From an optimization exercise on the open Yosys and OpenROAD flow, aimed at small area, a short achievable clock period and few clock cycles per item; shortcuts taken in it are not production practice.
Function was checked by simulation only, so behaviour that the tests miss may differ from the original.

Setup of wip/zinc:
// mesh_xy_hop_and_die_crossing_counter
module mesh_xy_hop_and_die_crossing_counter #(
  parameter int COORD_BITS = mxhd_pkg::COORD_BITS_DEF,
  parameter int TOTAL_BITS = mxhd_pkg::TOTAL_BITS_DEF
) (
  input  logic                              clk,
  input  logic                              rst_n,
  input  logic                              in_valid,
  output logic                              in_stall,
  input  logic                              in_operation,
  input  logic [COORD_BITS-1:0]             in_src_x,
  input  logic [COORD_BITS-1:0]             in_src_y,
  input  logic [COORD_BITS-1:0]             in_dest_x,
  input  logic [COORD_BITS-1:0]             in_dest_y,
  input  logic [mxhd_pkg::VOL_BITS-1:0]     in_volume,
  input  logic                              in_last_dest,
  output logic                              out_valid,
  input  logic                              out_stall,
  output logic [TOTAL_BITS-1:0]             out_onchip_hops_total,
  output logic [TOTAL_BITS-1:0]             out_crossing_hops_total,
  output logic                              out_saturated,
  input  logic                              cfg_valid,
  output logic                              cfg_ready,
  input  logic [mxhd_pkg::CFG_IDX_BITS-1:0] cfg_index,
  input  logic [mxhd_pkg::STEP_BITS-1:0]    cfg_data
);
Size in the first run: roughly 4800 cells after synthesis, ~630 flip-flops, ~170 I/O pins.
clock: 8.0 ns
lec_check: 0
cap_margin: 20
core_margin: 2
core_utilization: 65
setup_slack_margin: 4.2
slew_margin: 20
run.sh (not shown) runs the stock make flow with config.mk's settings and CLKGATE_MAP_FILE= SYNTH_SCRIPT=/design/flow/synth_recipe.tcl, a recipe that flattens the netlist after the stock synthesis.
Testbench counts of wip/zinc, summed over its fixed seeds: cycles 4,152, items 4,024.
The following lists how wip/tundra was set up differently from wip/zinc:
--- a/flow/config.mk
+++ b/flow/config.mk
@@ -9,4 +9,4 @@
 export CORE_MARGIN = 2
-export CORE_UTILIZATION = 65
-export SETUP_SLACK_MARGIN = 4.2
+export CORE_UTILIZATION = 75
+export SETUP_SLACK_MARGIN = 4.3
 export SLEW_MARGIN = 20
Findings:
Fmax (lower): wip/tundra. wip/tundra finished every step from synthesis to the final layout, and the layout passed the timing, DRC and antenna checks. [compare] base=wip/zinc new=wip/tundra: number of CTS-inserted buffers has decreased, number of global-route vias before repair went up by 2066.
For wip/amber, these inputs were changed with respect to wip/tundra:
--- a/flow/config.mk
+++ b/flow/config.mk
@@ -9,4 +9,5 @@
 export CORE_MARGIN = 2
-export CORE_UTILIZATION = 75
-export SETUP_SLACK_MARGIN = 4.3
+export CORE_UTILIZATION = 65
+export SETUP_SLACK_MARGIN = 4.1
 export SLEW_MARGIN = 20
+export TNS_END_PERCENT = 10
[summary]
- In wip/amber relative to wip/tundra, maximum frequency had gone down by a few percent.
- Placeable core region grows by more than 10% when moving from wip/tundra to wip/amber.

---

mesh_xy_hop_and_die_crossing_counter, a different RTL version from the one above (not shown whole).
Size in the first run: roughly 4,900 cells after synthesis, ~690 flip-flops, about 170 I/O pins, ~50,000 um^2 of cells after synthesis.
make LEC_CHECK=0 CAP_MARGIN=20 CORE_MARGIN=2 CORE_UTILIZATION=60 SETUP_SLACK_MARGIN=4.5 SLEW_MARGIN=20 finish   # period 8.0 ns
Testbench counts at the start, summed over its fixed seeds: cycles 4,152, items 4,024.
Then changed:
- CORE_UTILIZATION: 60 -> 70
- SETUP_SLACK_MARGIN: 4.5 -> 4.3
Via count is higher by 1.2%. Fmax is lower by 1.8%. Utilization is higher by 9.6 points. Synthesized area does not change. Wire length is lower by 0.91%. Setup slack is worse by 0.068 ns. Non-clock buffer count is lower by 57. Global-route usage is higher by 4.7 points. Cell count is lower by 3.2%.

---

== run C ==
RTL: one of the versions met above, not the one the previous note started from.
Size: about 4800 cells after synthesis, ~630 flip-flops, ~0.049 mm^2 of cells after synthesis.
make LEC_CHECK=0 CAP_MARGIN=20 CORE_MARGIN=2 CORE_UTILIZATION=55 SETUP_SLACK_MARGIN=3.9 SLEW_MARGIN=20 finish   # period 8.0 ns
Run C | status: complete | timing, DRC, antenna: pass
Testbench counts of run C, summed over its fixed seeds: cycles 4,152, items 4,024.
Setup changes, run C to run R
- CORE_UTILIZATION changed from 55 to 65
- PLACE_DENSITY newly set to 0.75
- SETUP_SLACK_MARGIN changed from 3.9 to 4.1
Findings:
Of run R and run C, it is run R that has the lower max-slew headroom at the worst pin. The higher area added between synthesis and finish came out of run R. Diff run C..run R | count of final setup violators | negligible. Diff run C and run R: number of antenna violations at the first check in global routing lower in run C.

---

Starting RTL as in the previous note.
export LEC_CHECK = 0
export CAP_MARGIN = 20
export CORE_MARGIN = 2
export CORE_UTILIZATION = 65
export SETUP_SLACK_MARGIN = 4.1
export SLEW_MARGIN = 20
create_clock -name core_clock -period 8.0 [get_ports {clk}]
Testbench counts at the start, summed over its fixed seeds: cycles 4,152, items 4,024.
Change:
- SETUP_SLACK_MARGIN: 4.1 -> 4.2
- TNS_END_PERCENT: not set -> 10
The new run went through all stages and came out clean. Via count is lower slightly. Final area went up slightly. Die area stays the same. Non-clock buffer count climbs by 16. Clock-buffer cell count goes down by 5. Global-route usage is higher by 0.37 points. Fmax drops slightly. Setup slack loses 0.043 ns. Clock skew rises by 0.015 ns.

[re-timing with driven ports]
How much do the figures lean on ideal ports? The routed layouts below were timed once more, with nothing changed but the port constraints. Step 1, drivers: a clkbuf_16 drives clk and a buf_2 each remaining input, both assumed. Step 2 times the ports against the registers' clock, not the clock port: input delays grow and output delays shrink by t, the midpoint of the rising clock arrivals with the driver on. Three values: ideal, step 1, step 2; two values: the first two.
| run | t, ns | slack for setup (ns) | clock arrival spread, ns | worst data-port slew with drivers (ns) | cell pins on the clock port's net |
|---|---|---|---|---|---|
| wip/zinc | 0.690 | 4.145 / 4.072 / 3.714 | 0.030 / 0.029 | 0.06 | 1 |
| wip/tundra | 0.680 | 4.112 / 4.044 / 3.774 | 0.037 / 0.037 | 0.07 | 1 |
| wip/amber | 0.685 | 4.024 / 3.954 / 3.510 | 0.021 / 0.021 | 0.11 | 1 |
| the first run of note 2 | 0.699 | 4.227 / 4.227 / 3.826 | 0.023 / 0.023 | 0.10 | 1 |
| the second run of note 2 | 0.704 | 4.160 / 4.160 / 3.742 | 0.042 / 0.042 | 0.12 | 1 |
| run C | 0.698 | 3.983 / 3.936 / 3.418 | 0.018 / 0.018 | 0.11 | 1 |
| run R | 0.671 | 4.119 / 4.127 / 3.494 | 0.021 / 0.021 | 0.06 | 1 |
| the first run of note 4 | 0.686 | 4.192 / 4.140 / 3.577 | 0.020 / 0.021 | 0.05 | 1 |
| the second run of note 4 | 0.692 | 4.149 / 4.096 / 3.503 | 0.036 / 0.037 | 0.07 | 1 |
After both steps setup and hold are still met in every run listed. For the second run of note 4, which loses most, drivers alone change the setup slack by -0.053 ns; drivers and shift together by -0.646 ns.
